Background: an optimization exercise with open tools, aiming at small area, a short achievable clock period and few clock cycles per item. Do not read the settings as production practice.
Function was not checked in any run shown here: the RTL went through the layout flow alone.

<file path="standard.sh">
#!/bin/bash
# synth_recipe.tcl (not shown) runs the flow's synth.tcl, then flattens the netlist and writes it again
# the make line also repeats each setting of config.mk as NAME=value (left out here)
make -C /OpenROAD-flow-scripts/flow DESIGN_CONFIG=/design/flow/config.mk WORK_HOME=/design/flow/orfs CLKGATE_MAP_FILE= SYNTH_SCRIPT=/design/flow/synth_recipe.tcl "${@:-finish}"
</file>
<file path="constraint.sdc">
create_clock -name core_clock -period 7.2 [get_ports {clock}]
set_input_delay 1.4400 -clock core_clock [delete_from_list [all_inputs] [get_ports {clock}]]
set_output_delay 1.4400 -clock core_clock [all_outputs]
set_load 0.01 [all_outputs]
</file>
<file path="design.v">
`default_nettype none
package brm_pkg;
   localparam int IN_W      = 16;
   localparam int PRODUCT_W = 32;
   localparam int MAG_W     = 31;
   localparam int CFG_W     = 5;
   localparam logic [CFG_W-1:0] CFG_RESET = 5'd16;
   localparam logic [CFG_W-1:0] MIN_WIDTH = 5'd2;
   localparam int ROUNDS_PER_STAGE = 2;
endpackage
`default_nettype wire
`default_nettype none
module booth_radix2_multiplier_core #(
   parameter int MAX_WIDTH = 16
) (
   input  logic                      clock,
   input  logic                      reset,
   input  logic                          req_valid,
   output logic                          req_ready,
   input  logic [brm_pkg::IN_W-1:0]      req_multiplicand_bits,
   input  logic [brm_pkg::IN_W-1:0]      req_multiplier_bits,
   output logic                          rsp_valid,
   input  logic                          rsp_ready,
   output logic [brm_pkg::PRODUCT_W-1:0] rsp_product_bits,
   output logic                          rsp_negative,
   output logic [brm_pkg::MAG_W-1:0]     rsp_magnitude,
   input  logic                      csr_write_enable,
   input  logic [brm_pkg::CFG_W-1:0] csr_write_data
);
   logic [15:0] wm, wtop;
   logic [31:0] pmask;
   logic [15:2] wm_ff;
   logic [15:2] wm_in;
   always_comb begin
      for (int i = 2; i < 16; i++) begin
         wm_in[i] = (csr_write_data > 5'(i));
      end
   end
   always_ff @(posedge clock) begin
      if (reset) begin
         wm_ff <= '1;
      end else if (csr_write_enable) begin
         wm_ff <= wm_in;
      end
   end
   assign wm = {wm_ff, 2'b11};
   assign wtop = wm & ~(wm >> 1);
   always_comb begin
      for (int i = 0; i < 16; i++) begin
         pmask[2*i]   = wm[i];
         pmask[2*i+1] = wm[i];
      end
   end
   logic        en;
   logic        req_sa, req_sb;
   logic [15:0] ax;
   logic [7:0] one;
   logic [7:0] two;
   logic [7:0] neg;
   logic ng;
   logic [15:0] ax_c;
   logic [15:0] bx_c;
   logic [7:0] one_c;
   logic [7:0] two_c;
   logic [7:0] neg_c;
   logic ng_c;
   logic sx_c;
   logic bl_c;
   assign req_sa = |(req_multiplicand_bits & wtop);
   assign req_sb = |(req_multiplier_bits & wtop);
   assign req_ready = en;
   logic        op_v;
   logic [15:0] ax_q;
   logic [7:0] one_q;
   logic [7:0] two_q;
   logic [7:0] neg_q;
   logic ng_q;
   always_ff @(posedge clock) begin
      if (reset) begin
         op_v <= 1'b0;
      end else if (en) begin
         op_v <= req_valid;
      end
   end
   always_ff @(posedge clock) begin
      if (en) begin
         ax_q <= ax_c;
         one_q <= one_c;
         two_q <= two_c;
         neg_q <= neg_c;
         ng_q <= ng_c;
      end
   end
   assign ax = ax_q;
   assign one = one_q;
   assign two = two_q;
   assign neg = neg_q;
   assign ng = ng_q;
   always_comb begin
      for (int j = 0; j < 16; j++) begin
         ax_c[j] = wm[j] ? req_multiplicand_bits[j] : req_sa;
         bx_c[j] = wm[j] ? req_multiplier_bits[j] : req_sb;
      end
      sx_c = req_sa ^ req_sb;
      ng_c = sx_c & (|(req_multiplicand_bits & wm)) & (|(req_multiplier_bits & wm));
      for (int i = 0; i < 8; i++) begin
         bl_c = (i == 0) ? 1'b0 : bx_c[2*i-1];
         one_c[i] = bx_c[2*i] ^ bl_c;
         two_c[i] = (bx_c[2*i+1] & ~bx_c[2*i] & ~bl_c) | (~bx_c[2*i+1] & bx_c[2*i] & bl_c);
         neg_c[i] = bx_c[2*i+1] ^ sx_c;
      end
   end
   wire pp1 = (one[0] & ax[0]) ^ neg[0];
   wire pp2 = ((one[0] & ax[1]) | (two[0] & ax[0])) ^ neg[0];
   wire pp3 = ((one[0] & ax[2]) | (two[0] & ax[1])) ^ neg[0];
   wire pp4 = ((one[0] & ax[3]) | (two[0] & ax[2])) ^ neg[0];
   wire pp5 = ((one[0] & ax[4]) | (two[0] & ax[3])) ^ neg[0];
   wire pp6 = ((one[0] & ax[5]) | (two[0] & ax[4])) ^ neg[0];
   wire pp7 = ((one[0] & ax[6]) | (two[0] & ax[5])) ^ neg[0];
   wire pp8 = ((one[0] & ax[7]) | (two[0] & ax[6])) ^ neg[0];
   wire pp9 = ((one[0] & ax[8]) | (two[0] & ax[7])) ^ neg[0];
   wire pp10 = ((one[0] & ax[9]) | (two[0] & ax[8])) ^ neg[0];
   wire pp11 = ((one[0] & ax[10]) | (two[0] & ax[9])) ^ neg[0];
   wire pp12 = ((one[0] & ax[11]) | (two[0] & ax[10])) ^ neg[0];
   wire pp13 = ((one[0] & ax[12]) | (two[0] & ax[11])) ^ neg[0];
   wire pp14 = ((one[0] & ax[13]) | (two[0] & ax[12])) ^ neg[0];
   wire pp15 = ((one[0] & ax[14]) | (two[0] & ax[13])) ^ neg[0];
   wire pp16 = ((one[0] & ax[15]) | (two[0] & ax[14])) ^ neg[0];
   wire pp17 = ((one[0] & ax[15]) | (two[0] & ax[15])) ^ neg[0];
   wire ns18 = ~pp17;
   wire pp19 = (one[1] & ax[0]) ^ neg[1];
   wire pp20 = ((one[1] & ax[1]) | (two[1] & ax[0])) ^ neg[1];
   wire pp21 = ((one[1] & ax[2]) | (two[1] & ax[1])) ^ neg[1];
   wire pp22 = ((one[1] & ax[3]) | (two[1] & ax[2])) ^ neg[1];
   wire pp23 = ((one[1] & ax[4]) | (two[1] & ax[3])) ^ neg[1];
   wire pp24 = ((one[1] & ax[5]) | (two[1] & ax[4])) ^ neg[1];
   wire pp25 = ((one[1] & ax[6]) | (two[1] & ax[5])) ^ neg[1];
   wire pp26 = ((one[1] & ax[7]) | (two[1] & ax[6])) ^ neg[1];
   wire pp27 = ((one[1] & ax[8]) | (two[1] & ax[7])) ^ neg[1];
   wire pp28 = ((one[1] & ax[9]) | (two[1] & ax[8])) ^ neg[1];
   wire pp29 = ((one[1] & ax[10]) | (two[1] & ax[9])) ^ neg[1];
   wire pp30 = ((one[1] & ax[11]) | (two[1] & ax[10])) ^ neg[1];
   wire pp31 = ((one[1] & ax[12]) | (two[1] & ax[11])) ^ neg[1];
   wire pp32 = ((one[1] & ax[13]) | (two[1] & ax[12])) ^ neg[1];
   wire pp33 = ((one[1] & ax[14]) | (two[1] & ax[13])) ^ neg[1];
   wire pp34 = ((one[1] & ax[15]) | (two[1] & ax[14])) ^ neg[1];
   wire pp35 = ((one[1] & ax[15]) | (two[1] & ax[15])) ^ neg[1];
   wire ns36 = ~pp35;
   wire pp37 = (one[2] & ax[0]) ^ neg[2];
   wire pp38 = ((one[2] & ax[1]) | (two[2] & ax[0])) ^ neg[2];
   wire pp39 = ((one[2] & ax[2]) | (two[2] & ax[1])) ^ neg[2];
   wire pp40 = ((one[2] & ax[3]) | (two[2] & ax[2])) ^ neg[2];
   wire pp41 = ((one[2] & ax[4]) | (two[2] & ax[3])) ^ neg[2];
   wire pp42 = ((one[2] & ax[5]) | (two[2] & ax[4])) ^ neg[2];
   wire pp43 = ((one[2] & ax[6]) | (two[2] & ax[5])) ^ neg[2];
   wire pp44 = ((one[2] & ax[7]) | (two[2] & ax[6])) ^ neg[2];
   wire pp45 = ((one[2] & ax[8]) | (two[2] & ax[7])) ^ neg[2];
   wire pp46 = ((one[2] & ax[9]) | (two[2] & ax[8])) ^ neg[2];
   wire pp47 = ((one[2] & ax[10]) | (two[2] & ax[9])) ^ neg[2];
   wire pp48 = ((one[2] & ax[11]) | (two[2] & ax[10])) ^ neg[2];
   wire pp49 = ((one[2] & ax[12]) | (two[2] & ax[11])) ^ neg[2];
   wire pp50 = ((one[2] & ax[13]) | (two[2] & ax[12])) ^ neg[2];
   wire pp51 = ((one[2] & ax[14]) | (two[2] & ax[13])) ^ neg[2];
   wire pp52 = ((one[2] & ax[15]) | (two[2] & ax[14])) ^ neg[2];
   wire pp53 = ((one[2] & ax[15]) | (two[2] & ax[15])) ^ neg[2];
   wire ns54 = ~pp53;
   wire pp55 = (one[3] & ax[0]) ^ neg[3];
   wire pp56 = ((one[3] & ax[1]) | (two[3] & ax[0])) ^ neg[3];
   wire pp57 = ((one[3] & ax[2]) | (two[3] & ax[1])) ^ neg[3];
   wire pp58 = ((one[3] & ax[3]) | (two[3] & ax[2])) ^ neg[3];
   wire pp59 = ((one[3] & ax[4]) | (two[3] & ax[3])) ^ neg[3];
   wire pp60 = ((one[3] & ax[5]) | (two[3] & ax[4])) ^ neg[3];
   wire pp61 = ((one[3] & ax[6]) | (two[3] & ax[5])) ^ neg[3];
   wire pp62 = ((one[3] & ax[7]) | (two[3] & ax[6])) ^ neg[3];
   wire pp63 = ((one[3] & ax[8]) | (two[3] & ax[7])) ^ neg[3];
   wire pp64 = ((one[3] & ax[9]) | (two[3] & ax[8])) ^ neg[3];
   wire pp65 = ((one[3] & ax[10]) | (two[3] & ax[9])) ^ neg[3];
   wire pp66 = ((one[3] & ax[11]) | (two[3] & ax[10])) ^ neg[3];
   wire pp67 = ((one[3] & ax[12]) | (two[3] & ax[11])) ^ neg[3];
   wire pp68 = ((one[3] & ax[13]) | (two[3] & ax[12])) ^ neg[3];
   wire pp69 = ((one[3] & ax[14]) | (two[3] & ax[13])) ^ neg[3];
   wire pp70 = ((one[3] & ax[15]) | (two[3] & ax[14])) ^ neg[3];
   wire pp71 = ((one[3] & ax[15]) | (two[3] & ax[15])) ^ neg[3];
   wire ns72 = ~pp71;
   wire pp73 = (one[4] & ax[0]) ^ neg[4];
   wire pp74 = ((one[4] & ax[1]) | (two[4] & ax[0])) ^ neg[4];
   wire pp75 = ((one[4] & ax[2]) | (two[4] & ax[1])) ^ neg[4];
   wire pp76 = ((one[4] & ax[3]) | (two[4] & ax[2])) ^ neg[4];
   wire pp77 = ((one[4] & ax[4]) | (two[4] & ax[3])) ^ neg[4];
   wire pp78 = ((one[4] & ax[5]) | (two[4] & ax[4])) ^ neg[4];
   wire pp79 = ((one[4] & ax[6]) | (two[4] & ax[5])) ^ neg[4];
   wire pp80 = ((one[4] & ax[7]) | (two[4] & ax[6])) ^ neg[4];
   wire pp81 = ((one[4] & ax[8]) | (two[4] & ax[7])) ^ neg[4];
   wire pp82 = ((one[4] & ax[9]) | (two[4] & ax[8])) ^ neg[4];
   wire pp83 = ((one[4] & ax[10]) | (two[4] & ax[9])) ^ neg[4];
   wire pp84 = ((one[4] & ax[11]) | (two[4] & ax[10])) ^ neg[4];
   wire pp85 = ((one[4] & ax[12]) | (two[4] & ax[11])) ^ neg[4];
   wire pp86 = ((one[4] & ax[13]) | (two[4] & ax[12])) ^ neg[4];
   wire pp87 = ((one[4] & ax[14]) | (two[4] & ax[13])) ^ neg[4];
   wire pp88 = ((one[4] & ax[15]) | (two[4] & ax[14])) ^ neg[4];
   wire pp89 = ((one[4] & ax[15]) | (two[4] & ax[15])) ^ neg[4];
   wire ns90 = ~pp89;
   wire pp91 = (one[5] & ax[0]) ^ neg[5];
   wire pp92 = ((one[5] & ax[1]) | (two[5] & ax[0])) ^ neg[5];
   wire pp93 = ((one[5] & ax[2]) | (two[5] & ax[1])) ^ neg[5];
   wire pp94 = ((one[5] & ax[3]) | (two[5] & ax[2])) ^ neg[5];
   wire pp95 = ((one[5] & ax[4]) | (two[5] & ax[3])) ^ neg[5];
   wire pp96 = ((one[5] & ax[5]) | (two[5] & ax[4])) ^ neg[5];
   wire pp97 = ((one[5] & ax[6]) | (two[5] & ax[5])) ^ neg[5];
   wire pp98 = ((one[5] & ax[7]) | (two[5] & ax[6])) ^ neg[5];
   wire pp99 = ((one[5] & ax[8]) | (two[5] & ax[7])) ^ neg[5];
   wire pp100 = ((one[5] & ax[9]) | (two[5] & ax[8])) ^ neg[5];
   wire pp101 = ((one[5] & ax[10]) | (two[5] & ax[9])) ^ neg[5];
   wire pp102 = ((one[5] & ax[11]) | (two[5] & ax[10])) ^ neg[5];
   wire pp103 = ((one[5] & ax[12]) | (two[5] & ax[11])) ^ neg[5];
   wire pp104 = ((one[5] & ax[13]) | (two[5] & ax[12])) ^ neg[5];
   wire pp105 = ((one[5] & ax[14]) | (two[5] & ax[13])) ^ neg[5];
   wire pp106 = ((one[5] & ax[15]) | (two[5] & ax[14])) ^ neg[5];
   wire pp107 = ((one[5] & ax[15]) | (two[5] & ax[15])) ^ neg[5];
   wire ns108 = ~pp107;
   wire pp109 = (one[6] & ax[0]) ^ neg[6];
   wire pp110 = ((one[6] & ax[1]) | (two[6] & ax[0])) ^ neg[6];
   wire pp111 = ((one[6] & ax[2]) | (two[6] & ax[1])) ^ neg[6];
   wire pp112 = ((one[6] & ax[3]) | (two[6] & ax[2])) ^ neg[6];
   wire pp113 = ((one[6] & ax[4]) | (two[6] & ax[3])) ^ neg[6];
   wire pp114 = ((one[6] & ax[5]) | (two[6] & ax[4])) ^ neg[6];
   wire pp115 = ((one[6] & ax[6]) | (two[6] & ax[5])) ^ neg[6];
   wire pp116 = ((one[6] & ax[7]) | (two[6] & ax[6])) ^ neg[6];
   wire pp117 = ((one[6] & ax[8]) | (two[6] & ax[7])) ^ neg[6];
   wire pp118 = ((one[6] & ax[9]) | (two[6] & ax[8])) ^ neg[6];
   wire pp119 = ((one[6] & ax[10]) | (two[6] & ax[9])) ^ neg[6];
   wire pp120 = ((one[6] & ax[11]) | (two[6] & ax[10])) ^ neg[6];
   wire pp121 = ((one[6] & ax[12]) | (two[6] & ax[11])) ^ neg[6];
   wire pp122 = ((one[6] & ax[13]) | (two[6] & ax[12])) ^ neg[6];
   wire pp123 = ((one[6] & ax[14]) | (two[6] & ax[13])) ^ neg[6];
   wire pp124 = ((one[6] & ax[15]) | (two[6] & ax[14])) ^ neg[6];
   wire pp125 = ((one[6] & ax[15]) | (two[6] & ax[15])) ^ neg[6];
   wire ns126 = ~pp125;
   wire pp127 = (one[7] & ax[0]) ^ neg[7];
   wire pp128 = ((one[7] & ax[1]) | (two[7] & ax[0])) ^ neg[7];
   wire pp129 = ((one[7] & ax[2]) | (two[7] & ax[1])) ^ neg[7];
   wire pp130 = ((one[7] & ax[3]) | (two[7] & ax[2])) ^ neg[7];
   wire pp131 = ((one[7] & ax[4]) | (two[7] & ax[3])) ^ neg[7];
   wire pp132 = ((one[7] & ax[5]) | (two[7] & ax[4])) ^ neg[7];
   wire pp133 = ((one[7] & ax[6]) | (two[7] & ax[5])) ^ neg[7];
   wire pp134 = ((one[7] & ax[7]) | (two[7] & ax[6])) ^ neg[7];
   wire pp135 = ((one[7] & ax[8]) | (two[7] & ax[7])) ^ neg[7];
   wire pp136 = ((one[7] & ax[9]) | (two[7] & ax[8])) ^ neg[7];
   wire pp137 = ((one[7] & ax[10]) | (two[7] & ax[9])) ^ neg[7];
   wire pp138 = ((one[7] & ax[11]) | (two[7] & ax[10])) ^ neg[7];
   wire pp139 = ((one[7] & ax[12]) | (two[7] & ax[11])) ^ neg[7];
   wire pp140 = ((one[7] & ax[13]) | (two[7] & ax[12])) ^ neg[7];
   wire pp141 = ((one[7] & ax[14]) | (two[7] & ax[13])) ^ neg[7];
   wire pp142 = ((one[7] & ax[15]) | (two[7] & ax[14])) ^ neg[7];
   wire pp143 = ((one[7] & ax[15]) | (two[7] & ax[15])) ^ neg[7];
   wire ns144 = ~pp143;
   wire u145 = one[7] & ax[0];
   wire un146 = u145 | neg[7];
   wire nu147 = ~u145;
   wire nun148 = ~un146;
   wire s149 = pp9 ^ pp25;
   wire c150 = pp9 & pp25;
   wire s151 = pp10 ^ pp26;
   wire c152 = pp10 & pp26;
   wire s153 = pp11 ^ pp27 ^ pp43;
   wire c154 = (pp11 & pp27) | (pp43 & (pp11 ^ pp27));
   wire s155 = pp59 ^ pp75;
   wire c156 = pp59 & pp75;
   wire s157 = pp12 ^ pp28 ^ pp44;
   wire c158 = (pp12 & pp28) | (pp44 & (pp12 ^ pp28));
   wire s159 = pp60 ^ pp76;
   wire c160 = pp60 & pp76;
   wire s161 = pp13 ^ pp29 ^ pp45;
   wire c162 = (pp13 & pp29) | (pp45 & (pp13 ^ pp29));
   wire s163 = pp61 ^ pp77 ^ pp93;
   wire c164 = (pp61 & pp77) | (pp93 & (pp61 ^ pp77));
   wire s165 = pp109 ^ neg[6];
   wire c166 = pp109 & neg[6];
   wire s167 = pp14 ^ pp30 ^ pp46;
   wire c168 = (pp14 & pp30) | (pp46 & (pp14 ^ pp30));
   wire s169 = pp62 ^ pp78 ^ pp94;
   wire c170 = (pp62 & pp78) | (pp94 & (pp62 ^ pp78));
   wire s171 = pp110 ^ 1'b1;
   wire c172 = pp110 & 1'b1;
   wire s173 = pp15 ^ pp31 ^ pp47;
   wire c174 = (pp15 & pp31) | (pp47 & (pp15 ^ pp31));
   wire s175 = pp63 ^ pp79 ^ pp95;
   wire c176 = (pp63 & pp79) | (pp95 & (pp63 ^ pp79));
   wire s177 = pp111 ^ nu147;
   wire c178 = pp111 & nu147;
   wire s179 = pp16 ^ pp32 ^ pp48;
   wire c180 = (pp16 & pp32) | (pp48 & (pp16 ^ pp32));
   wire s181 = pp64 ^ pp80 ^ pp96;
   wire c182 = (pp64 & pp80) | (pp96 & (pp64 ^ pp80));
   wire s183 = pp112 ^ pp128 ^ nun148;
   wire c184 = (pp112 & pp128) | (nun148 & (pp112 ^ pp128));
   wire s185 = ns18 ^ pp33 ^ pp49;
   wire c186 = (ns18 & pp33) | (pp49 & (ns18 ^ pp33));
   wire s187 = pp65 ^ pp81 ^ pp97;
   wire c188 = (pp65 & pp81) | (pp97 & (pp65 ^ pp81));
   wire s189 = pp113 ^ pp129 ^ un146;
   wire c190 = (pp113 & pp129) | (un146 & (pp113 ^ pp129));
   wire s191 = pp34 ^ pp50 ^ pp66;
   wire c192 = (pp34 & pp50) | (pp66 & (pp34 ^ pp50));
   wire s193 = pp82 ^ pp98 ^ pp114;
   wire c194 = (pp82 & pp98) | (pp114 & (pp82 ^ pp98));
   wire s195 = pp130 ^ 1'b1;
   wire c196 = pp130 & 1'b1;
   wire s197 = ns36 ^ pp51 ^ pp67;
   wire c198 = (ns36 & pp51) | (pp67 & (ns36 ^ pp51));
   wire s199 = pp83 ^ pp99 ^ pp115;
   wire c200 = (pp83 & pp99) | (pp115 & (pp83 ^ pp99));
   wire s201 = pp52 ^ pp68 ^ pp84;
   wire c202 = (pp52 & pp68) | (pp84 & (pp52 ^ pp68));
   wire s203 = pp100 ^ pp116;
   wire c204 = pp100 & pp116;
   wire s205 = ns54 ^ pp69 ^ pp85;
   wire c206 = (ns54 & pp69) | (pp85 & (ns54 ^ pp69));
   wire s207 = pp70 ^ pp86;
   wire c208 = pp70 & pp86;
   wire s209 = pp5 ^ pp21;
   wire c210 = pp5 & pp21;
   wire s211 = pp6 ^ pp22;
   wire c212 = pp6 & pp22;
   wire s213 = pp7 ^ pp23 ^ pp39;
   wire c214 = (pp7 & pp23) | (pp39 & (pp7 ^ pp23));
   wire s215 = pp55 ^ neg[3];
   wire c216 = pp55 & neg[3];
   wire s217 = pp8 ^ pp24 ^ pp40;
   wire c218 = (pp8 & pp24) | (pp40 & (pp8 ^ pp24));
   wire s219 = pp56 ^ 1'b1;
   wire c220 = pp56 & 1'b1;
   wire s221 = s149 ^ pp41 ^ pp57;
   wire c222 = (s149 & pp41) | (pp57 & (s149 ^ pp41));
   wire s223 = pp73 ^ neg[4] ^ 1'b1;
   wire c224 = (pp73 & neg[4]) | (1'b1 & (pp73 ^ neg[4]));
   wire s225 = s151 ^ pp42 ^ pp58;
   wire c226 = (s151 & pp42) | (pp58 & (s151 ^ pp42));
   wire s227 = pp74 ^ 1'b1 ^ c150;
   wire c228 = (pp74 & 1'b1) | (c150 & (pp74 ^ 1'b1));
   wire s229 = s153 ^ s155 ^ pp91;
   wire c230 = (s153 & s155) | (pp91 & (s153 ^ s155));
   wire s231 = neg[5] ^ 1'b1 ^ c152;
   wire c232 = (neg[5] & 1'b1) | (c152 & (neg[5] ^ 1'b1));
   wire s233 = s157 ^ s159 ^ pp92;
   wire c234 = (s157 & s159) | (pp92 & (s157 ^ s159));
   wire s235 = 1'b1 ^ c154 ^ c156;
   wire c236 = (1'b1 & c154) | (c156 & (1'b1 ^ c154));
   wire s237 = s161 ^ s163 ^ s165;
   wire c238 = (s161 & s163) | (s165 & (s161 ^ s163));
   wire s239 = 1'b1 ^ c158 ^ c160;
   wire c240 = (1'b1 & c158) | (c160 & (1'b1 ^ c158));
   wire s241 = s167 ^ s169 ^ s171;
   wire c242 = (s167 & s169) | (s171 & (s167 ^ s169));
   wire s243 = c162 ^ c164 ^ c166;
   wire c244 = (c162 & c164) | (c166 & (c162 ^ c164));
   wire s245 = s173 ^ s175 ^ s177;
   wire c246 = (s173 & s175) | (s177 & (s173 ^ s175));
   wire s247 = c168 ^ c170 ^ c172;
   wire c248 = (c168 & c170) | (c172 & (c168 ^ c170));
   wire s249 = s179 ^ s181 ^ s183;
   wire c250 = (s179 & s181) | (s183 & (s179 ^ s181));
   wire s251 = c174 ^ c176 ^ c178;
   wire c252 = (c174 & c176) | (c178 & (c174 ^ c176));
   wire s253 = s185 ^ s187 ^ s189;
   wire c254 = (s185 & s187) | (s189 & (s185 ^ s187));
   wire s255 = c180 ^ c182 ^ c184;
   wire c256 = (c180 & c182) | (c184 & (c180 ^ c182));
   wire s257 = s191 ^ s193 ^ s195;
   wire c258 = (s191 & s193) | (s195 & (s191 ^ s193));
   wire s259 = c186 ^ c188 ^ c190;
   wire c260 = (c186 & c188) | (c190 & (c186 ^ c188));
   wire s261 = s197 ^ s199 ^ pp131;
   wire c262 = (s197 & s199) | (pp131 & (s197 ^ s199));
   wire s263 = c192 ^ c194 ^ c196;
   wire c264 = (c192 & c194) | (c196 & (c192 ^ c194));
   wire s265 = s201 ^ s203 ^ pp132;
   wire c266 = (s201 & s203) | (pp132 & (s201 ^ s203));
   wire s267 = 1'b1 ^ c198 ^ c200;
   wire c268 = (1'b1 & c198) | (c200 & (1'b1 ^ c198));
   wire s269 = s205 ^ pp101 ^ pp117;
   wire c270 = (s205 & pp101) | (pp117 & (s205 ^ pp101));
   wire s271 = pp133 ^ c202 ^ c204;
   wire c272 = (pp133 & c202) | (c204 & (pp133 ^ c202));
   wire s273 = s207 ^ pp102 ^ pp118;
   wire c274 = (s207 & pp102) | (pp118 & (s207 ^ pp102));
   wire s275 = pp134 ^ 1'b1 ^ c206;
   wire c276 = (pp134 & 1'b1) | (c206 & (pp134 ^ 1'b1));
   wire s277 = ns72 ^ pp87 ^ pp103;
   wire c278 = (ns72 & pp87) | (pp103 & (ns72 ^ pp87));
   wire s279 = pp119 ^ pp135 ^ c208;
   wire c280 = (pp119 & pp135) | (c208 & (pp119 ^ pp135));
   wire s281 = pp88 ^ pp104 ^ pp120;
   wire c282 = (pp88 & pp104) | (pp120 & (pp88 ^ pp104));
   wire s283 = pp136 ^ 1'b1;
   wire c284 = pp136 & 1'b1;
   wire s285 = ns90 ^ pp105 ^ pp121;
   wire c286 = (ns90 & pp105) | (pp121 & (ns90 ^ pp105));
   wire s287 = pp106 ^ pp122;
   wire c288 = pp106 & pp122;
   wire s289 = pp3 ^ pp19;
   wire c290 = pp3 & pp19;
   wire s291 = pp4 ^ pp20;
   wire c292 = pp4 & pp20;
   wire s293 = s209 ^ pp37 ^ neg[2];
   wire c294 = (s209 & pp37) | (neg[2] & (s209 ^ pp37));
   wire s295 = s211 ^ pp38 ^ 1'b1;
   wire c296 = (s211 & pp38) | (1'b1 & (s211 ^ pp38));
   wire s297 = s213 ^ s215 ^ 1'b1;
   wire c298 = (s213 & s215) | (1'b1 & (s213 ^ s215));
   wire s299 = s217 ^ s219 ^ c214;
   wire c300 = (s217 & s219) | (c214 & (s217 ^ s219));
   wire s301 = s221 ^ s223 ^ c218;
   wire c302 = (s221 & s223) | (c218 & (s221 ^ s223));
   wire s303 = s225 ^ s227 ^ c222;
   wire c304 = (s225 & s227) | (c222 & (s225 ^ s227));
   wire s305 = s229 ^ s231 ^ c226;
   wire c306 = (s229 & s231) | (c226 & (s229 ^ s231));
   wire s307 = s233 ^ s235 ^ c230;
   wire c308 = (s233 & s235) | (c230 & (s233 ^ s235));
   wire s309 = s237 ^ s239 ^ c234;
   wire c310 = (s237 & s239) | (c234 & (s237 ^ s239));
   wire s311 = s241 ^ s243 ^ c238;
   wire c312 = (s241 & s243) | (c238 & (s241 ^ s243));
   wire s313 = s245 ^ s247 ^ c242;
   wire c314 = (s245 & s247) | (c242 & (s245 ^ s247));
   wire s315 = s249 ^ s251 ^ c246;
   wire c316 = (s249 & s251) | (c246 & (s249 ^ s251));
   wire s317 = s253 ^ s255 ^ c250;
   wire c318 = (s253 & s255) | (c250 & (s253 ^ s255));
   wire s319 = s257 ^ s259 ^ c254;
   wire c320 = (s257 & s259) | (c254 & (s257 ^ s259));
   wire s321 = s261 ^ s263 ^ c258;
   wire c322 = (s261 & s263) | (c258 & (s261 ^ s263));
   wire s323 = s265 ^ s267 ^ c262;
   wire c324 = (s265 & s267) | (c262 & (s265 ^ s267));
   wire s325 = s269 ^ s271 ^ c266;
   wire c326 = (s269 & s271) | (c266 & (s269 ^ s271));
   wire s327 = s273 ^ s275 ^ c270;
   wire c328 = (s273 & s275) | (c270 & (s273 ^ s275));
   wire s329 = s277 ^ s279 ^ c274;
   wire c330 = (s277 & s279) | (c274 & (s277 ^ s279));
   wire s331 = s281 ^ s283 ^ c278;
   wire c332 = (s281 & s283) | (c278 & (s281 ^ s283));
   wire s333 = s285 ^ pp137 ^ c282;
   wire c334 = (s285 & pp137) | (c282 & (s285 ^ pp137));
   wire s335 = s287 ^ pp138 ^ 1'b1;
   wire c336 = (s287 & pp138) | (1'b1 & (s287 ^ pp138));
   wire s337 = ns108 ^ pp123 ^ pp139;
   wire c338 = (ns108 & pp123) | (pp139 & (ns108 ^ pp123));
   wire s339 = pp124 ^ pp140;
   wire c340 = pp124 & pp140;
   wire s341 = pp1 ^ neg[0];
   wire c342 = pp1 & neg[0];
   wire s343 = pp2 ^ 1'b1;
   wire c344 = pp2 & 1'b1;
   wire s345 = s289 ^ neg[1] ^ 1'b1;
   wire c346 = (s289 & neg[1]) | (1'b1 & (s289 ^ neg[1]));
   wire s347 = s291 ^ 1'b1 ^ c290;
   wire c348 = (s291 & 1'b1) | (c290 & (s291 ^ 1'b1));
   wire s349 = s293 ^ 1'b1 ^ c292;
   wire c350 = (s293 & 1'b1) | (c292 & (s293 ^ 1'b1));
   wire s351 = s295 ^ c210 ^ c294;
   wire c352 = (s295 & c210) | (c294 & (s295 ^ c210));
   wire s353 = s297 ^ c212 ^ c296;
   wire c354 = (s297 & c212) | (c296 & (s297 ^ c212));
   wire s355 = s299 ^ c216 ^ c298;
   wire c356 = (s299 & c216) | (c298 & (s299 ^ c216));
   wire s357 = s301 ^ c220 ^ c300;
   wire c358 = (s301 & c220) | (c300 & (s301 ^ c220));
   wire s359 = s303 ^ c224 ^ c302;
   wire c360 = (s303 & c224) | (c302 & (s303 ^ c224));
   wire s361 = s305 ^ c228 ^ c304;
   wire c362 = (s305 & c228) | (c304 & (s305 ^ c228));
   wire s363 = s307 ^ c232 ^ c306;
   wire c364 = (s307 & c232) | (c306 & (s307 ^ c232));
   wire s365 = s309 ^ c236 ^ c308;
   wire c366 = (s309 & c236) | (c308 & (s309 ^ c236));
   wire s367 = s311 ^ c240 ^ c310;
   wire c368 = (s311 & c240) | (c310 & (s311 ^ c240));
   wire s369 = s313 ^ c244 ^ c312;
   wire c370 = (s313 & c244) | (c312 & (s313 ^ c244));
   wire s371 = s315 ^ c248 ^ c314;
   wire c372 = (s315 & c248) | (c314 & (s315 ^ c248));
   wire s373 = s317 ^ c252 ^ c316;
   wire c374 = (s317 & c252) | (c316 & (s317 ^ c252));
   wire s375 = s319 ^ c256 ^ c318;
   wire c376 = (s319 & c256) | (c318 & (s319 ^ c256));
   wire s377 = s321 ^ c260 ^ c320;
   wire c378 = (s321 & c260) | (c320 & (s321 ^ c260));
   wire s379 = s323 ^ c264 ^ c322;
   wire c380 = (s323 & c264) | (c322 & (s323 ^ c264));
   wire s381 = s325 ^ c268 ^ c324;
   wire c382 = (s325 & c268) | (c324 & (s325 ^ c268));
   wire s383 = s327 ^ c272 ^ c326;
   wire c384 = (s327 & c272) | (c326 & (s327 ^ c272));
   wire s385 = s329 ^ c276 ^ c328;
   wire c386 = (s329 & c276) | (c328 & (s329 ^ c276));
   wire s387 = s331 ^ c280 ^ c330;
   wire c388 = (s331 & c280) | (c330 & (s331 ^ c280));
   wire s389 = s333 ^ c284 ^ c332;
   wire c390 = (s333 & c284) | (c332 & (s333 ^ c284));
   wire s391 = s335 ^ c286 ^ c334;
   wire c392 = (s335 & c286) | (c334 & (s335 ^ c286));
   wire s393 = s337 ^ c288 ^ c336;
   wire c394 = (s337 & c288) | (c336 & (s337 ^ c288));
   wire s395 = s339 ^ 1'b1 ^ c338;
   wire c396 = (s339 & 1'b1) | (c338 & (s339 ^ 1'b1));
   wire s397 = ns126 ^ pp141 ^ c340;
   wire c398 = (ns126 & pp141) | (c340 & (ns126 ^ pp141));
   wire s399 = pp142 ^ 1'b1;
   wire c400 = pp142 & 1'b1;
   wire p401 = ~mid_0;
   wire p402 = mid_1 ^ mid_2;
   wire g403 = mid_1 & mid_2;
   wire p404 = mid_3 ^ mid_4;
   wire g405 = mid_3 & mid_4;
   wire p406 = mid_5 ^ mid_6;
   wire g407 = mid_5 & mid_6;
   wire p408 = mid_7 ^ mid_8;
   wire g409 = mid_7 & mid_8;
   wire p410 = mid_9 ^ mid_10;
   wire g411 = mid_9 & mid_10;
   wire p412 = mid_11 ^ mid_12;
   wire g413 = mid_11 & mid_12;
   wire p414 = mid_13 ^ mid_14;
   wire g415 = mid_13 & mid_14;
   wire p416 = mid_15 ^ mid_16;
   wire g417 = mid_15 & mid_16;
   wire p418 = mid_17 ^ mid_18;
   wire g419 = mid_17 & mid_18;
   wire p420 = mid_19 ^ mid_20;
   wire g421 = mid_19 & mid_20;
   wire p422 = mid_21 ^ mid_22;
   wire g423 = mid_21 & mid_22;
   wire p424 = mid_23 ^ mid_24;
   wire g425 = mid_23 & mid_24;
   wire p426 = mid_25 ^ mid_26;
   wire g427 = mid_25 & mid_26;
   wire p428 = mid_27 ^ mid_28;
   wire g429 = mid_27 & mid_28;
   wire p430 = mid_29 ^ mid_30;
   wire g431 = mid_29 & mid_30;
   wire p432 = mid_31 ^ mid_32;
   wire g433 = mid_31 & mid_32;
   wire p434 = mid_33 ^ mid_34;
   wire g435 = mid_33 & mid_34;
   wire p436 = mid_35 ^ mid_36;
   wire g437 = mid_35 & mid_36;
   wire p438 = mid_37 ^ mid_38;
   wire g439 = mid_37 & mid_38;
   wire p440 = mid_39 ^ mid_40;
   wire g441 = mid_39 & mid_40;
   wire p442 = mid_41 ^ mid_42;
   wire g443 = mid_41 & mid_42;
   wire p444 = mid_43 ^ mid_44;
   wire g445 = mid_43 & mid_44;
   wire p446 = mid_45 ^ mid_46;
   wire g447 = mid_45 & mid_46;
   wire p448 = mid_47 ^ mid_48;
   wire g449 = mid_47 & mid_48;
   wire p450 = mid_49 ^ mid_50;
   wire g451 = mid_49 & mid_50;
   wire p452 = mid_51 ^ mid_52;
   wire g453 = mid_51 & mid_52;
   wire p454 = mid_53 ^ mid_54;
   wire g455 = mid_53 & mid_54;
   wire p456 = mid_55 ^ mid_56;
   wire g457 = mid_55 & mid_56;
   wire p458 = mid_57 ^ mid_58;
   wire g459 = mid_57 & mid_58;
   wire p460 = mid_59 ^ mid_60;
   wire g461 = mid_59 & mid_60;
   wire t462 = p401 | mid_0;
   wire t463 = p402 | g403;
   wire t464 = p404 | g405;
   wire t465 = p406 | g407;
   wire t466 = p408 | g409;
   wire t467 = p410 | g411;
   wire t468 = p412 | g413;
   wire t469 = p414 | g415;
   wire t470 = p416 | g417;
   wire t471 = p418 | g419;
   wire t472 = p420 | g421;
   wire t473 = p422 | g423;
   wire t474 = p424 | g425;
   wire t475 = p426 | g427;
   wire t476 = p428 | g429;
   wire t477 = p430 | g431;
   wire t478 = p432 | g433;
   wire t479 = p434 | g435;
   wire t480 = p436 | g437;
   wire t481 = p438 | g439;
   wire t482 = p440 | g441;
   wire t483 = p442 | g443;
   wire t484 = p444 | g445;
   wire t485 = p446 | g447;
   wire t486 = p448 | g449;
   wire t487 = p450 | g451;
   wire t488 = p452 | g453;
   wire t489 = p454 | g455;
   wire t490 = p456 | g457;
   wire t491 = p458 | g459;
   wire t492 = p460 | g461;
   wire G493 = g403 | (t463 & mid_0);
   wire T494 = t463 & t462;
   wire G495 = g407 | (t465 & g405);
   wire T496 = t465 & t464;
   wire G497 = g411 | (t467 & g409);
   wire T498 = t467 & t466;
   wire G499 = g415 | (t469 & g413);
   wire T500 = t469 & t468;
   wire G501 = g419 | (t471 & g417);
   wire T502 = t471 & t470;
   wire G503 = g423 | (t473 & g421);
   wire T504 = t473 & t472;
   wire G505 = g427 | (t475 & g425);
   wire T506 = t475 & t474;
   wire G507 = g431 | (t477 & g429);
   wire T508 = t477 & t476;
   wire G509 = g435 | (t479 & g433);
   wire T510 = t479 & t478;
   wire G511 = g439 | (t481 & g437);
   wire T512 = t481 & t480;
   wire G513 = g443 | (t483 & g441);
   wire T514 = t483 & t482;
   wire G515 = g447 | (t485 & g445);
   wire T516 = t485 & t484;
   wire G517 = g451 | (t487 & g449);
   wire T518 = t487 & t486;
   wire G519 = g455 | (t489 & g453);
   wire T520 = t489 & t488;
   wire G521 = g459 | (t491 & g457);
   wire T522 = t491 & t490;
   wire G523 = 1'b1 & g461;
   wire T524 = 1'b1 & t492;
   wire G525 = g405 | (t464 & G493);
   wire T526 = t464 & T494;
   wire G527 = G495 | (T496 & G493);
   wire T528 = T496 & T494;
   wire G529 = g413 | (t468 & G497);
   wire T530 = t468 & T498;
   wire G531 = G499 | (T500 & G497);
   wire T532 = T500 & T498;
   wire G533 = g421 | (t472 & G501);
   wire T534 = t472 & T502;
   wire G535 = G503 | (T504 & G501);
   wire T536 = T504 & T502;
   wire G537 = g429 | (t476 & G505);
   wire T538 = t476 & T506;
   wire G539 = G507 | (T508 & G505);
   wire T540 = T508 & T506;
   wire G541 = g437 | (t480 & G509);
   wire T542 = t480 & T510;
   wire G543 = G511 | (T512 & G509);
   wire T544 = T512 & T510;
   wire G545 = g445 | (t484 & G513);
   wire T546 = t484 & T514;
   wire G547 = G515 | (T516 & G513);
   wire T548 = T516 & T514;
   wire G549 = g453 | (t488 & G517);
   wire T550 = t488 & T518;
   wire G551 = G519 | (T520 & G517);
   wire T552 = T520 & T518;
   wire G553 = g461 | (t492 & G521);
   wire T554 = t492 & T522;
   wire G555 = G523 | (T524 & G521);
   wire T556 = T524 & T522;
   wire G557 = g409 | (t466 & G527);
   wire T558 = t466 & T528;
   wire G559 = G497 | (T498 & G527);
   wire T560 = T498 & T528;
   wire G561 = G529 | (T530 & G527);
   wire T562 = T530 & T528;
   wire G563 = G531 | (T532 & G527);
   wire T564 = T532 & T528;
   wire G565 = g425 | (t474 & G535);
   wire T566 = t474 & T536;
   wire G567 = G505 | (T506 & G535);
   wire T568 = T506 & T536;
   wire G569 = G537 | (T538 & G535);
   wire T570 = T538 & T536;
   wire G571 = G539 | (T540 & G535);
   wire T572 = T540 & T536;
   wire G573 = g441 | (t482 & G543);
   wire T574 = t482 & T544;
   wire G575 = G513 | (T514 & G543);
   wire T576 = T514 & T544;
   wire G577 = G545 | (T546 & G543);
   wire T578 = T546 & T544;
   wire G579 = G547 | (T548 & G543);
   wire T580 = T548 & T544;
   wire G581 = g457 | (t490 & G551);
   wire T582 = t490 & T552;
   wire G583 = G521 | (T522 & G551);
   wire T584 = T522 & T552;
   wire G585 = G553 | (T554 & G551);
   wire T586 = T554 & T552;
   wire G587 = G555 | (T556 & G551);
   wire T588 = T556 & T552;
   wire G589 = g417 | (t470 & G563);
   wire T590 = t470 & T564;
   wire G591 = G501 | (T502 & G563);
   wire T592 = T502 & T564;
   wire G593 = G533 | (T534 & G563);
   wire T594 = T534 & T564;
   wire G595 = G535 | (T536 & G563);
   wire T596 = T536 & T564;
   wire G597 = G565 | (T566 & G563);
   wire T598 = T566 & T564;
   wire G599 = G567 | (T568 & G563);
   wire T600 = T568 & T564;
   wire G601 = G569 | (T570 & G563);
   wire T602 = T570 & T564;
   wire G603 = G571 | (T572 & G563);
   wire T604 = T572 & T564;
   wire G605 = g449 | (t486 & G579);
   wire T606 = t486 & T580;
   wire G607 = G517 | (T518 & G579);
   wire T608 = T518 & T580;
   wire G609 = G549 | (T550 & G579);
   wire T610 = T550 & T580;
   wire G611 = G551 | (T552 & G579);
   wire T612 = T552 & T580;
   wire G613 = G581 | (T582 & G579);
   wire T614 = T582 & T580;
   wire G615 = G583 | (T584 & G579);
   wire T616 = T584 & T580;
   wire G617 = G585 | (T586 & G579);
   wire T618 = T586 & T580;
   wire G619 = G587 | (T588 & G579);
   wire T620 = T588 & T580;
   wire G621 = g433 | (t478 & G603);
   wire T622 = t478 & T604;
   wire G623 = G509 | (T510 & G603);
   wire T624 = T510 & T604;
   wire G625 = G541 | (T542 & G603);
   wire T626 = T542 & T604;
   wire G627 = G543 | (T544 & G603);
   wire T628 = T544 & T604;
   wire G629 = G573 | (T574 & G603);
   wire T630 = T574 & T604;
   wire G631 = G575 | (T576 & G603);
   wire T632 = T576 & T604;
   wire G633 = G577 | (T578 & G603);
   wire T634 = T578 & T604;
   wire G635 = G579 | (T580 & G603);
   wire T636 = T580 & T604;
   wire G637 = G605 | (T606 & G603);
   wire T638 = T606 & T604;
   wire G639 = G607 | (T608 & G603);
   wire T640 = T608 & T604;
   wire G641 = G609 | (T610 & G603);
   wire T642 = T610 & T604;
   wire G643 = G611 | (T612 & G603);
   wire T644 = T612 & T604;
   wire G645 = G613 | (T614 & G603);
   wire T646 = T614 & T604;
   wire G647 = G615 | (T616 & G603);
   wire T648 = T616 & T604;
   wire G649 = G617 | (T618 & G603);
   wire T650 = T618 & T604;
   wire G651 = G619 | (T620 & G603);
   wire T652 = T620 & T604;
   logic mid_v;
   logic mid_0;
   logic mid_1;
   logic mid_2;
   logic mid_3;
   logic mid_4;
   logic mid_5;
   logic mid_6;
   logic mid_7;
   logic mid_8;
   logic mid_9;
   logic mid_10;
   logic mid_11;
   logic mid_12;
   logic mid_13;
   logic mid_14;
   logic mid_15;
   logic mid_16;
   logic mid_17;
   logic mid_18;
   logic mid_19;
   logic mid_20;
   logic mid_21;
   logic mid_22;
   logic mid_23;
   logic mid_24;
   logic mid_25;
   logic mid_26;
   logic mid_27;
   logic mid_28;
   logic mid_29;
   logic mid_30;
   logic mid_31;
   logic mid_32;
   logic mid_33;
   logic mid_34;
   logic mid_35;
   logic mid_36;
   logic mid_37;
   logic mid_38;
   logic mid_39;
   logic mid_40;
   logic mid_41;
   logic mid_42;
   logic mid_43;
   logic mid_44;
   logic mid_45;
   logic mid_46;
   logic mid_47;
   logic mid_48;
   logic mid_49;
   logic mid_50;
   logic mid_51;
   logic mid_52;
   logic mid_53;
   logic mid_54;
   logic mid_55;
   logic mid_56;
   logic mid_57;
   logic mid_58;
   logic mid_59;
   logic mid_60;
   logic mid_61;
   always_ff @(posedge clock) begin
      if (reset) begin
         mid_v <= 1'b0;
      end else if (en) begin
         mid_v <= op_v;
      end
   end
   always_ff @(posedge clock) begin
      if (en) begin
         mid_0 <= s341;
         mid_1 <= s343;
         mid_2 <= c342;
         mid_3 <= s345;
         mid_4 <= c344;
         mid_5 <= s347;
         mid_6 <= c346;
         mid_7 <= s349;
         mid_8 <= c348;
         mid_9 <= s351;
         mid_10 <= c350;
         mid_11 <= s353;
         mid_12 <= c352;
         mid_13 <= s355;
         mid_14 <= c354;
         mid_15 <= s357;
         mid_16 <= c356;
         mid_17 <= s359;
         mid_18 <= c358;
         mid_19 <= s361;
         mid_20 <= c360;
         mid_21 <= s363;
         mid_22 <= c362;
         mid_23 <= s365;
         mid_24 <= c364;
         mid_25 <= s367;
         mid_26 <= c366;
         mid_27 <= s369;
         mid_28 <= c368;
         mid_29 <= s371;
         mid_30 <= c370;
         mid_31 <= s373;
         mid_32 <= c372;
         mid_33 <= s375;
         mid_34 <= c374;
         mid_35 <= s377;
         mid_36 <= c376;
         mid_37 <= s379;
         mid_38 <= c378;
         mid_39 <= s381;
         mid_40 <= c380;
         mid_41 <= s383;
         mid_42 <= c382;
         mid_43 <= s385;
         mid_44 <= c384;
         mid_45 <= s387;
         mid_46 <= c386;
         mid_47 <= s389;
         mid_48 <= c388;
         mid_49 <= s391;
         mid_50 <= c390;
         mid_51 <= s393;
         mid_52 <= c392;
         mid_53 <= s395;
         mid_54 <= c394;
         mid_55 <= s397;
         mid_56 <= c396;
         mid_57 <= s399;
         mid_58 <= c398;
         mid_59 <= ns144;
         mid_60 <= c400;
         mid_61 <= ng;
      end
   end
   logic [31:0] prod_w;
   logic [30:0] mag_w;
   assign prod_w = {(mid_61 ? ~(1'b1 ^ G649) : (1'b1 ^ (G649 | T650))), (mid_61 ? ~(p460 ^ G647) : (p460 ^ (G647 | T648))), (mid_61 ? ~(p458 ^ G645) : (p458 ^ (G645 | T646))), (mid_61 ? ~(p456 ^ G643) : (p456 ^ (G643 | T644))), (mid_61 ? ~(p454 ^ G641) : (p454 ^ (G641 | T642))), (mid_61 ? ~(p452 ^ G639) : (p452 ^ (G639 | T640))), (mid_61 ? ~(p450 ^ G637) : (p450 ^ (G637 | T638))), (mid_61 ? ~(p448 ^ G635) : (p448 ^ (G635 | T636))), (mid_61 ? ~(p446 ^ G633) : (p446 ^ (G633 | T634))), (mid_61 ? ~(p444 ^ G631) : (p444 ^ (G631 | T632))), (mid_61 ? ~(p442 ^ G629) : (p442 ^ (G629 | T630))), (mid_61 ? ~(p440 ^ G627) : (p440 ^ (G627 | T628))), (mid_61 ? ~(p438 ^ G625) : (p438 ^ (G625 | T626))), (mid_61 ? ~(p436 ^ G623) : (p436 ^ (G623 | T624))), (mid_61 ? ~(p434 ^ G621) : (p434 ^ (G621 | T622))), (mid_61 ? ~(p432 ^ G603) : (p432 ^ (G603 | T604))), (mid_61 ? ~(p430 ^ G601) : (p430 ^ (G601 | T602))), (mid_61 ? ~(p428 ^ G599) : (p428 ^ (G599 | T600))), (mid_61 ? ~(p426 ^ G597) : (p426 ^ (G597 | T598))), (mid_61 ? ~(p424 ^ G595) : (p424 ^ (G595 | T596))), (mid_61 ? ~(p422 ^ G593) : (p422 ^ (G593 | T594))), (mid_61 ? ~(p420 ^ G591) : (p420 ^ (G591 | T592))), (mid_61 ? ~(p418 ^ G589) : (p418 ^ (G589 | T590))), (mid_61 ? ~(p416 ^ G563) : (p416 ^ (G563 | T564))), (mid_61 ? ~(p414 ^ G561) : (p414 ^ (G561 | T562))), (mid_61 ? ~(p412 ^ G559) : (p412 ^ (G559 | T560))), (mid_61 ? ~(p410 ^ G557) : (p410 ^ (G557 | T558))), (mid_61 ? ~(p408 ^ G527) : (p408 ^ (G527 | T528))), (mid_61 ? ~(p406 ^ G525) : (p406 ^ (G525 | T526))), (mid_61 ? ~(p404 ^ G493) : (p404 ^ (G493 | T494))), (mid_61 ? ~(p402 ^ mid_0) : (p402 ^ (mid_0 | t462))), (mid_61 ? ~p401 : ~p401)} & pmask;
   assign mag_w  = {(p460 ^ (G647 | T648)), (p458 ^ (G645 | T646)), (p456 ^ (G643 | T644)), (p454 ^ (G641 | T642)), (p452 ^ (G639 | T640)), (p450 ^ (G637 | T638)), (p448 ^ (G635 | T636)), (p446 ^ (G633 | T634)), (p444 ^ (G631 | T632)), (p442 ^ (G629 | T630)), (p440 ^ (G627 | T628)), (p438 ^ (G625 | T626)), (p436 ^ (G623 | T624)), (p434 ^ (G621 | T622)), (p432 ^ (G603 | T604)), (p430 ^ (G601 | T602)), (p428 ^ (G599 | T600)), (p426 ^ (G597 | T598)), (p424 ^ (G595 | T596)), (p422 ^ (G593 | T594)), (p420 ^ (G591 | T592)), (p418 ^ (G589 | T590)), (p416 ^ (G563 | T564)), (p414 ^ (G561 | T562)), (p412 ^ (G559 | T560)), (p410 ^ (G557 | T558)), (p408 ^ (G527 | T528)), (p406 ^ (G525 | T526)), (p404 ^ (G493 | T494)), (p402 ^ (mid_0 | t462)), ~p401};
   logic        out_v;
   logic [31:0] prod_ff;
   logic [30:0] mag_ff;
   logic        neg_ff;
   assign en = !out_v || rsp_ready;
   always_ff @(posedge clock) begin
      if (reset) begin
         out_v <= 1'b0;
      end else if (en) begin
         out_v <= mid_v;
      end
   end
   always_ff @(posedge clock) begin
      if (en) begin
         prod_ff <= prod_w;
         mag_ff  <= mag_w;
         neg_ff  <= mid_61;
      end
   end
   assign rsp_valid        = out_v;
   assign rsp_product_bits = prod_ff;
   assign rsp_magnitude    = mag_ff;
   assign rsp_negative     = neg_ff;
endmodule
`default_nettype wire
</file>
<file path="config.mk">
export PLATFORM = sky130hd
export DESIGN_NAME = booth_radix2_multiplier_core
export DESIGN_NICKNAME = booth_radix2_multiplier_core
export VERILOG_FILES = /design/flow/design.v
export SDC_FILE = /design/flow/constraint.sdc
export NUM_CORES = 4
export LEC_CHECK = 0
export ABC_CLOCK_PERIOD_IN_PS = 3200
export CAP_MARGIN = 20
export CORE_MARGIN = 2
export CORE_UTILIZATION = 40
export PLACE_DENSITY = 0.6
export SETUP_SLACK_MARGIN = 4.0
export SLEW_MARGIN = 20
</file>
<file path="flow/run.sh">
#!/bin/bash
# Layout flow: the standard ORFS flow, with the port buffers made from
# sky130_fd_sc_hd__buf_2 instead of the delay cell buffer_ports picks by default.
set -euo pipefail
sed 's|"\${@:-finish}"|BUFFER_PORTS_ARGS="-buffer_cell sky130_fd_sc_hd__buf_2" "${@:-finish}"|' standard.sh > flow_standard_mod.sh
bash flow_standard_mod.sh > flow_make.log 2>&1
</file>
==> flow_summary.ini, run 1 <==
[status]
outcome = finished clean

[critical_path]
max_stage_delay_ns = 0.52
critPathRequiredTime_ns = 7.38
regToRegStartpoint = two_q[2]$_DFFE_PP_
r2r_end = mid_23$_DFFE_PP_
cp.arrival_ns = 3.56
ff2ff_path_depth = 8
end_kind = flip-flop
path_class = flip-flop to flip-flop
crit_path_cell_trace = buf_4 -> a22oi_2 -> xor2_1 -> fa_2 -> fa_1 -> inv_1 -> fa_1 -> fa_1
cp_common_cell = fa_1
setup.worst_path.start = two_q[2]$_DFFE_PP_
critPathLaunchType = flip-flop
worstPathMaxFanout = 9
cp_slowest_cell = fa_2
reg2reg_slack_ns = 3.82

[routing]
firstDrtPassIters = 5
ant_nets = 0
drt_iter0_drc = 956
vias = 11500
drc = 0
drt-wirelength-per-cell_um = 17.9
wirelength_um = 39000
vias_per_cell = 5.27

[die]
die_area_um2 = 39600
ioPinCount = 108
die_y_um = 199
core_region_area_um2 = 37600
row_count = 71
die_w_um = 199
start_util = 0.405

[place]
dp_hpwl_um = 27700
gp_congestion = 0.858
pre_cts_ws_ns = 3.31
io_buffers = 107

[final_layout]
multi_input_area_um2 = 9110
drive_above_1_share = 0.250
area_growth_syn_to_layout_pct = 21.5
nFillCells = 3379
final_nets = 1872
n_antenna_cell = 0
register_area_um2 = 5330
final_util = 0.492

[min_path]
hold_class = flip-flop to flip-flop
hold_start = mid_v$_SDFFE_PP0P_
hold_depth = 2
worstHoldEndpoint = out_v$_SDFFE_PP0P_

[synth]
postSynth.asyncResetShare = 0
ys.flop_type = edfxtp_1
synthXorXnorAreaFrac = 0.113
yosys.area_share.simple = 0.0834
syn_area_per_cell_um2 = 10.2
synth_compound_area_frac = 0.147
synth_edf_count = 166
synthAdderAreaFrac = 0.194
synth_seq_cells = 183
syn_inst = 1489
yosys_warnings = 1
synthMuxAreaShare = 0.0299
synth_top_family_by_area = adder cells
yosysUniqueCellTypes = 82
syn_area_um2 = 15200
ys_seq_area_frac = 0.350
synthesis.nets = 1710

[timing]
fmax_mhz = 296
rsz0062_at_grt = yes
worstMarginPinSlew_ns = 1.04
fin_setup_tns_ns = 0
slew_headroom = 0.306
clock-skew-final_ns = 0.0178
hold_viol = 0
slew_viol_final = 0
holdWs_ns = 0.452
post-route-period-util = 0.469
fin_ws_ns = 3.82
fin_crit_ns = 3.38
setup_violations = 0

[clock_network]
clk_pin_slew_worst_paths_ns = 0.07
ctsRootBufferMaster = clkbuf_16
numCtsBuffers = 17
htree_levels = 4
cts_tree = built
cts_max_path_buffers = 2
hold_buffers = 0
cts_num_sinks = 183
clk_latency_ns = 0.45

[grt]
grt_pass1_vias = 11500
grt_pass1_wl_um = 62000
grt_usage = 0.203
grt_max_degree = 81
antenna_found_initial = 2
overflow = 0

[job]
drv_cap = 0
## cells by family (layout without fill, tap and decap cells)
kind of cell / Yosys count / in the layout
AND/OR/NAND/NOR: 250 / 251
AO/OA/AOI/OAI: 310 / 310
flip-flops: 183 / 183
adder cells (fa/ha/maj): 179 / 179
multiplexers: 42 / 42
XOR/XNOR: 197 / 197
buffers and inverters: 328 / 501
## what timing repair did
action | 4_1_cts | 5_1_grt
cloned | 2 | 0
endpoints found under the hold margin | 0 | 0
setup endpoints to repair | 57 | 50
buffers inserted | 127 | 9
gates resized for setup | 24 | 36
pin swaps | 24 | 29
## worst max-delay path by stage
stage	to	cells after the start	slack (ns)
final	mid_23$_DFFE_PP_	8	3.82
after global routing	mid_23$_DFFE_PP_	8	3.73
after CTS	mid_19$_DFFE_PP_	12	3.88
after detailed placement	neg_q[6]$_DFFE_PP_	7	3.31
after global placement	neg_q[6]$_DFFE_PP_	7	3.38
after floorplan	req_ready	1	3.08
## worst max-delay path: cells and delay by family (launching register included)
family                   cells  cell delay [ns]
flip-flops                   1             0.46
AO/OA/AOI/OAI                1             0.21
buffers and inverters        2             0.29
XOR/XNOR                     1             0.24
adder cells (fa/ha/maj)      4             1.93
## cell usage after synthesis, types with 9 or more instances
cell        n  area share
dfxtp_1    17       0.022
nor2_1     54       0.013
and2_1     13      0.0053
nor2b_1    13      0.0053
mux2_2     18       0.013
ha_1       85       0.070
nand2b_1   26       0.011
a21oi_1    45       0.015
fa_1       94        0.12
mux2i_1    23       0.015
o21ai_0    41       0.013
nand3_1    10      0.0033
buf_1       9      0.0022
xnor2_1   114       0.066
o211ai_1   11      0.0054
xor2_1     83       0.048
nand2_1    80       0.020
inv_1     216       0.053
a22oi_1   123       0.061
nor3_1     10      0.0033
clkbuf_1   92       0.023
nand4_1    10      0.0041
edfxtp_1  166        0.33
## per-layer routing
metal / up-vias / GRT usage / part of all wire
li1: 5393 / - / -
met1: 5541 / 0.285 / 0.47
met2: 464 / 0.315 / 0.44
met3: 67 / 0.0390 / 0.069
met4: 0 / 0.0641 / 0.020
met5: - / 0 / 0
## area by class of cell
cell class / count / area share
Tap cell: 511 / 0.0346
Inverter: 219 / 0.0449
Sequential cell: 183 / 0.288
Multi-Input combinational cell: 979 / 0.493
Timing Repair Buffer: 251 / 0.108
Clock buffer: 17 / 0.0230
Clock inverter: 14 / 0.00805
## placed cells by master, fill, tap and decap left out, types with 5 or more instances in the layout
| master | instances |
|---|---|
| nor3_1 | 9 |
| xnor2_1 | 108 |
| a21oi_1 | 45 |
| xor2_1 | 80 |
| nand2b_1 | 25 |
| o31ai_1 | 7 |
| buf_6 | 12 |
| nor2b_1 | 13 |
| clkbuf_16 | 17 |
| a211oi_1 | 6 |
| inv_1 | 213 |
| buf_2 | 105 |
| nand3_1 | 10 |
| clkinvlp_4 | 5 |
| and2_1 | 13 |
| ha_1 | 85 |
| xnor2_2 | 6 |
| a31oi_1 | 5 |
| nand4_1 | 10 |
| o211ai_1 | 11 |
| buf_4 | 108 |
| o221ai_1 | 6 |
| edfxtp_1 | 166 |
| o21ai_1 | 8 |
| a22oi_1 | 69 |
| dfxtp_1 | 16 |
| nor2_1 | 54 |
| o21ai_0 | 36 |
| fa_2 | 11 |
| o21bai_1 | 7 |
| a22oi_2 | 54 |
| mux2i_1 | 23 |
| nand2_1 | 79 |
| buf_12 | 25 |
| nand3b_1 | 7 |
| o22ai_1 | 7 |
| fa_1 | 83 |
| mux2_2 | 17 |
## per-stage QoR
| stage | area (um2) | cells |
|---|---|---|
| after floorplan | 15900 | 1489 |
| after global placement | 16300 | 2005 |
| after detailed placement | 16300 | 2005 |
| after CTS | 18200 | 2165 |
| after global routing | 18500 | 2174 |
| final | 18500 | 2174 |
## state kept, by name (all words and copies together), names as in the netlist, 8 cells and up
register	flops
prod_ff	32
mag_ff	30
ax_q	16
wm_ff	14
neg_q	8
one_q	8
two_q	8
==> run 2: changes to the inputs <==
--- a/design.v
+++ b/design.v
@@ -29,21 +29,19 @@
 );
    logic [15:0] wm, wtop;
    logic [31:0] pmask;
-   logic [15:2] wm_ff;
-   logic [15:2] wm_in;
-   always_comb begin
-      for (int i = 2; i < 16; i++) begin
-         wm_in[i] = (csr_write_data > 5'(i));
-      end
-   end
+   logic [3:0] nm1_ff;
    always_ff @(posedge clock) begin
       if (reset) begin
-         wm_ff <= '1;
+         nm1_ff <= 4'd15;
       end else if (csr_write_enable) begin
-         wm_ff <= wm_in;
+         nm1_ff <= (csr_write_data < 5'd2) ? 4'd1 : (csr_write_data > 5'd16) ? 4'd15 : 4'(csr_write_data - 5'd1);
+      end
+   end
+   always_comb begin
+      for (int i = 0; i < 16; i++) begin
+         wm[i] = (4'(i) <= nm1_ff);
       end
    end
-   assign wm = {wm_ff, 2'b11};
    assign wtop = wm & ~(wm >> 1);
    always_comb begin
       for (int i = 0; i < 16; i++) begin
@@ -904,7 +902,7 @@
    assign mag_w  = {(p460 ^ (G647 | T648)), (p458 ^ (G645 | T646)), (p456 ^ (G643 | T644)), (p454 ^ (G641 | T642)), (p452 ^ (G639 | T640)), (p450 ^ (G637 | T638)), (p448 ^ (G635 | T636)), (p446 ^ (G633 | T634)), (p444 ^ (G631 | T632)), (p442 ^ (G629 | T630)), (p440 ^ (G627 | T628)), (p438 ^ (G625 | T626)), (p436 ^ (G623 | T624)), (p434 ^ (G621 | T622)), (p432 ^ (G603 | T604)), (p430 ^ (G601 | T602)), (p428 ^ (G599 | T600)), (p426 ^ (G597 | T598)), (p424 ^ (G595 | T596)), (p422 ^ (G593 | T594)), (p420 ^ (G591 | T592)), (p418 ^ (G589 | T590)), (p416 ^ (G563 | T564)), (p414 ^ (G561 | T562)), (p412 ^ (G559 | T560)), (p410 ^ (G557 | T558)), (p408 ^ (G527 | T528)), (p406 ^ (G525 | T526)), (p404 ^ (G493 | T494)), (p402 ^ (mid_0 | t462)), ~p401};
    logic        out_v;
    logic [31:0] prod_ff;
-   logic [30:0] mag_ff;
+   logic [29:1] mag_ff;
    logic        neg_ff;
    assign en = !out_v || rsp_ready;
    always_ff @(posedge clock) begin
@@ -917,13 +915,13 @@
    always_ff @(posedge clock) begin
       if (en) begin
          prod_ff <= prod_w;
-         mag_ff  <= mag_w;
+         mag_ff  <= mag_w[29:1];
          neg_ff  <= mid_61;
       end
    end
    assign rsp_valid        = out_v;
    assign rsp_product_bits = prod_ff;
-   assign rsp_magnitude    = mag_ff;
+   assign rsp_magnitude    = {prod_ff[30] & ~neg_ff, mag_ff, prod_ff[0]};
    assign rsp_negative     = neg_ff;
 endmodule
 `default_nettype wire
--- a/config.mk
+++ b/config.mk
@@ -5,10 +5,10 @@
 export SDC_FILE = /design/flow/constraint.sdc
 export NUM_CORES = 4
 export LEC_CHECK = 0
-export ABC_CLOCK_PERIOD_IN_PS = 3200
+export ABC_CLOCK_PERIOD_IN_PS = 3100
 export CAP_MARGIN = 20
 export CORE_MARGIN = 2
 export CORE_UTILIZATION = 40
 export PLACE_DENSITY = 0.6
-export SETUP_SLACK_MARGIN = 4.0
+export SETUP_SLACK_MARGIN = 4.1
 export SLEW_MARGIN = 20
==> flow_summary.ini, run 2 <==
[clock_network]
clk_latency_ns = 0.45
htree_levels = 4
numCtsBuffers = 17
cts_max_path_buffers = 2
cts_tree = built
ctsRootBufferMaster = clkbuf_16
clk_pin_slew_worst_paths_ns = 0.07
cts_num_sinks = 172

[timing]
fin_crit_ns = 3.41
worstMarginPinSlew_ns = 1.12
hold_viol = 0
clock-skew-final_ns = 0.0189
post-route-period-util = 0.474
slew_viol_final = 0
fin_setup_tns_ns = 0
slew_headroom = 0.250
fmax_mhz = 293
rsz0062_at_grt = yes
setup_violations = 0

[grt]
antenna_found_initial = 1
grt_pass1_vias = 11700
grt_usage = 0.227
grt_pass1_wl_um = 66700
grt_max_degree = 73
overflow = 0

[final_layout]
largest_reg_flops = 32
mostFrequentLayoutCells = 204 x inv_1, 165 x edfxtp_1, 137 x buf_4
final_nets = 1900
area_growth_syn_to_layout_pct = 27.2
largestRegisters = prod_ff (32), mag_ff (29), ax_q (16)
drive_above_1_share = 0.307
fin_cells = 2159
final_util = 0.516
largest_register = prod_ff
multi_input_area_um2 = 9240
register_area_um2 = 5090
nFillCells = 3097
n_antenna_cell = 0
layout_commonest_cell = inv_1

[routing]
drt-wirelength-per-cell_um = 20.1
drt_iter0_drc = 948
drc = 0
firstDrtPassIters = 6
vias = 11900
ant_nets = 0
wirelength_um = 43400
vias_per_cell = 5.49

[die]
die_y_um = 197
start_util = 0.406
ioPinCount = 108
die_w_um = 197
core_region_area_um2 = 36500
row_count = 70
die_area_um2 = 38600

[synth]
ys.flop_type = edfxtp_1
syn_area_per_cell_um2 = 10.2
yosysUniqueCellTypes = 81
syn_area_um2 = 14800
postSynth.asyncResetShare = 0
synth_seq_cells = 172
yosys_warnings = 1
synth_top_area_frac = 0.334
synthesis.nets = 1682
synthTopCellsByCount = 220 x inv_1, 165 x edfxtp_1, 122 x a22oi_1
synth_area_leaders = edfxtp_1 33%, fa_1 13%, ha_1 7.3%, xnor2_1 6.6%, a22oi_1 6.2%
syn_inst = 1460
yosys.area.top_type = edfxtp_1
ys_seq_area_frac = 0.344
yosysMostFrequentCell = inv_1
synth_edf_count = 165

[critical_path]
max_stage_delay_ns = 0.58
crit_path_cell_trace = buf_12 -> a22oi_2 -> xnor2_2 -> fa_1 -> fa_1 -> inv_2 -> fa_2 -> fa_2
cp_slowest_cell = fa_2
end_kind = flip-flop
r2r_end = mid_29$_DFFE_PP_
crit_buf_inv = 2
reg2reg_slack_ns = 3.79
critPathRequiredTime_ns = 7.37
path_class = flip-flop to flip-flop
ff2ff_path_depth = 8
worstPathMaxFanout = 9
critPathLaunchType = flip-flop
cp.arrival_ns = 3.58
regToRegStartpoint = one_q[1]$_DFFE_PP_
cp_top_family = adder cells

[job]
drv_cap = 0

[place]
dp_hpwl_um = 29400
dp_cells = 1950
gp_congestion = 0.902
io_buffers = 107

[min_path]
hold_depth = 0
hold_start = ng_q$_DFFE_PP_
worstHoldEndpoint = mid_61$_DFFE_PP_
hold_class = flip-flop to flip-flop

[status]
outcome = finished clean
==> run 2: cell count changes after synthesis, sizes merged, moves of 8 or more <==
cell,previous run,this run
or3,1,9
dfxtp,17,7
nand2b,26,14
mux2,18,6
nand2,81,68
nor2,55,70
==> run 2: kinds of logic after synthesis <==
| group | count (synthesis) | synth area share |
|---|---|---|
| compound gates | 314 | 0.151 |
| fa+ha+maj | 180 | 0.199 |
| simple gates | 246 | 0.0828 |
| mux | 34 | 0.0273 |
| buf+inv | 323 | 0.0834 |
| xor+xnor | 191 | 0.113 |
| flops | 172 | 0.344 |
==> run 2: worst max-delay path by stage <==
stage                        to  cells after the start                from
2_1_floorplan         req_ready                      1           rsp_ready
3_3_place_gp          req_ready                      3           rsp_ready
3_5_place_dp          req_ready                      3           rsp_ready
4_1_cts        mid_23$_DFFE_PP_                     10  one_q[2]$_DFFE_PP_
5_1_grt        mid_23$_DFFE_PP_                     10   ax_q[6]$_DFFE_PP_
6_report       mid_29$_DFFE_PP_                      8  one_q[1]$_DFFE_PP_
==> run 2: final cells by class <==
cell class                      instances  area share
Sequential cell                       172       0.270
Clock inverter                         15     0.00935
Clock buffer                           17      0.0226
Tap cell                              468      0.0310
Multi-Input combinational cell        967       0.490
Timing Repair Buffer                  297       0.132
Inverter                              223      0.0448
==> run 2: per-layer routing <==
| layer | up-vias | share of wire | global-route usage |
|---|---|---|---|
| met5 | - | 0.00030 | 0 |
| li1 | 5415 | - | - |
| met2 | 555 | 0.48 | 0.379 |
| met4 | 2 | 0.045 | 0.107 |
| met1 | 5767 | 0.41 | 0.293 |
| met3 | 120 | 0.070 | 0.0296 |
==> run 2: timing repair <==
item,CTS,global route
hold buffers,0,0
buffers inserted,148,27
setup endpoints to repair,80,59
pin swaps,52,74
cloned,2,0
gates resized for setup,47,87
==> run 2: stage by stage <==
stage / instance area (um2) / worst slack (ns) / hold WS (ns)
after floorplan: 15700 / 3.09 / 0.400
after global placement: 16000 / 3.34 / 0.405
after detailed placement: 16000 / 3.33 / 0.408
after CTS: 18300 / 3.82 / 0.424
after global routing: 18900 / 3.71 / 0.422
final: 18900 / 3.79 / 0.427

## afterwards: timing with drivers on the ports
The results above use ideal ports. As a check the final layouts listed here were re-extracted and re-timed, cells and wires unchanged. Step 1: set_driving_cell puts a clkbuf_16 on clock and a buf_2 on each other input, an assumption about the parent block. Step 2 also shifts input and output timing later by t, the mid clock arrival at the registers, as if the neighbouring blocks saw the same clock. a / b / c = ideal / step 1 / step 2; a / b = the first two.
run	t, ns	setup WS [ns]	slew at the worst register clock pin (ns)	cell pins on the clock port's net
run 1	0.496	3.823 / 3.823 / 3.612	0.08 / 0.08	1
run 2	0.491	3.789 / 3.789 / 3.613	0.08 / 0.08	1
After both steps setup and hold are still met in every run listed. For run 1, which loses most, drivers alone change the setup slack by 0.000 ns; drivers and shift together by -0.211 ns.
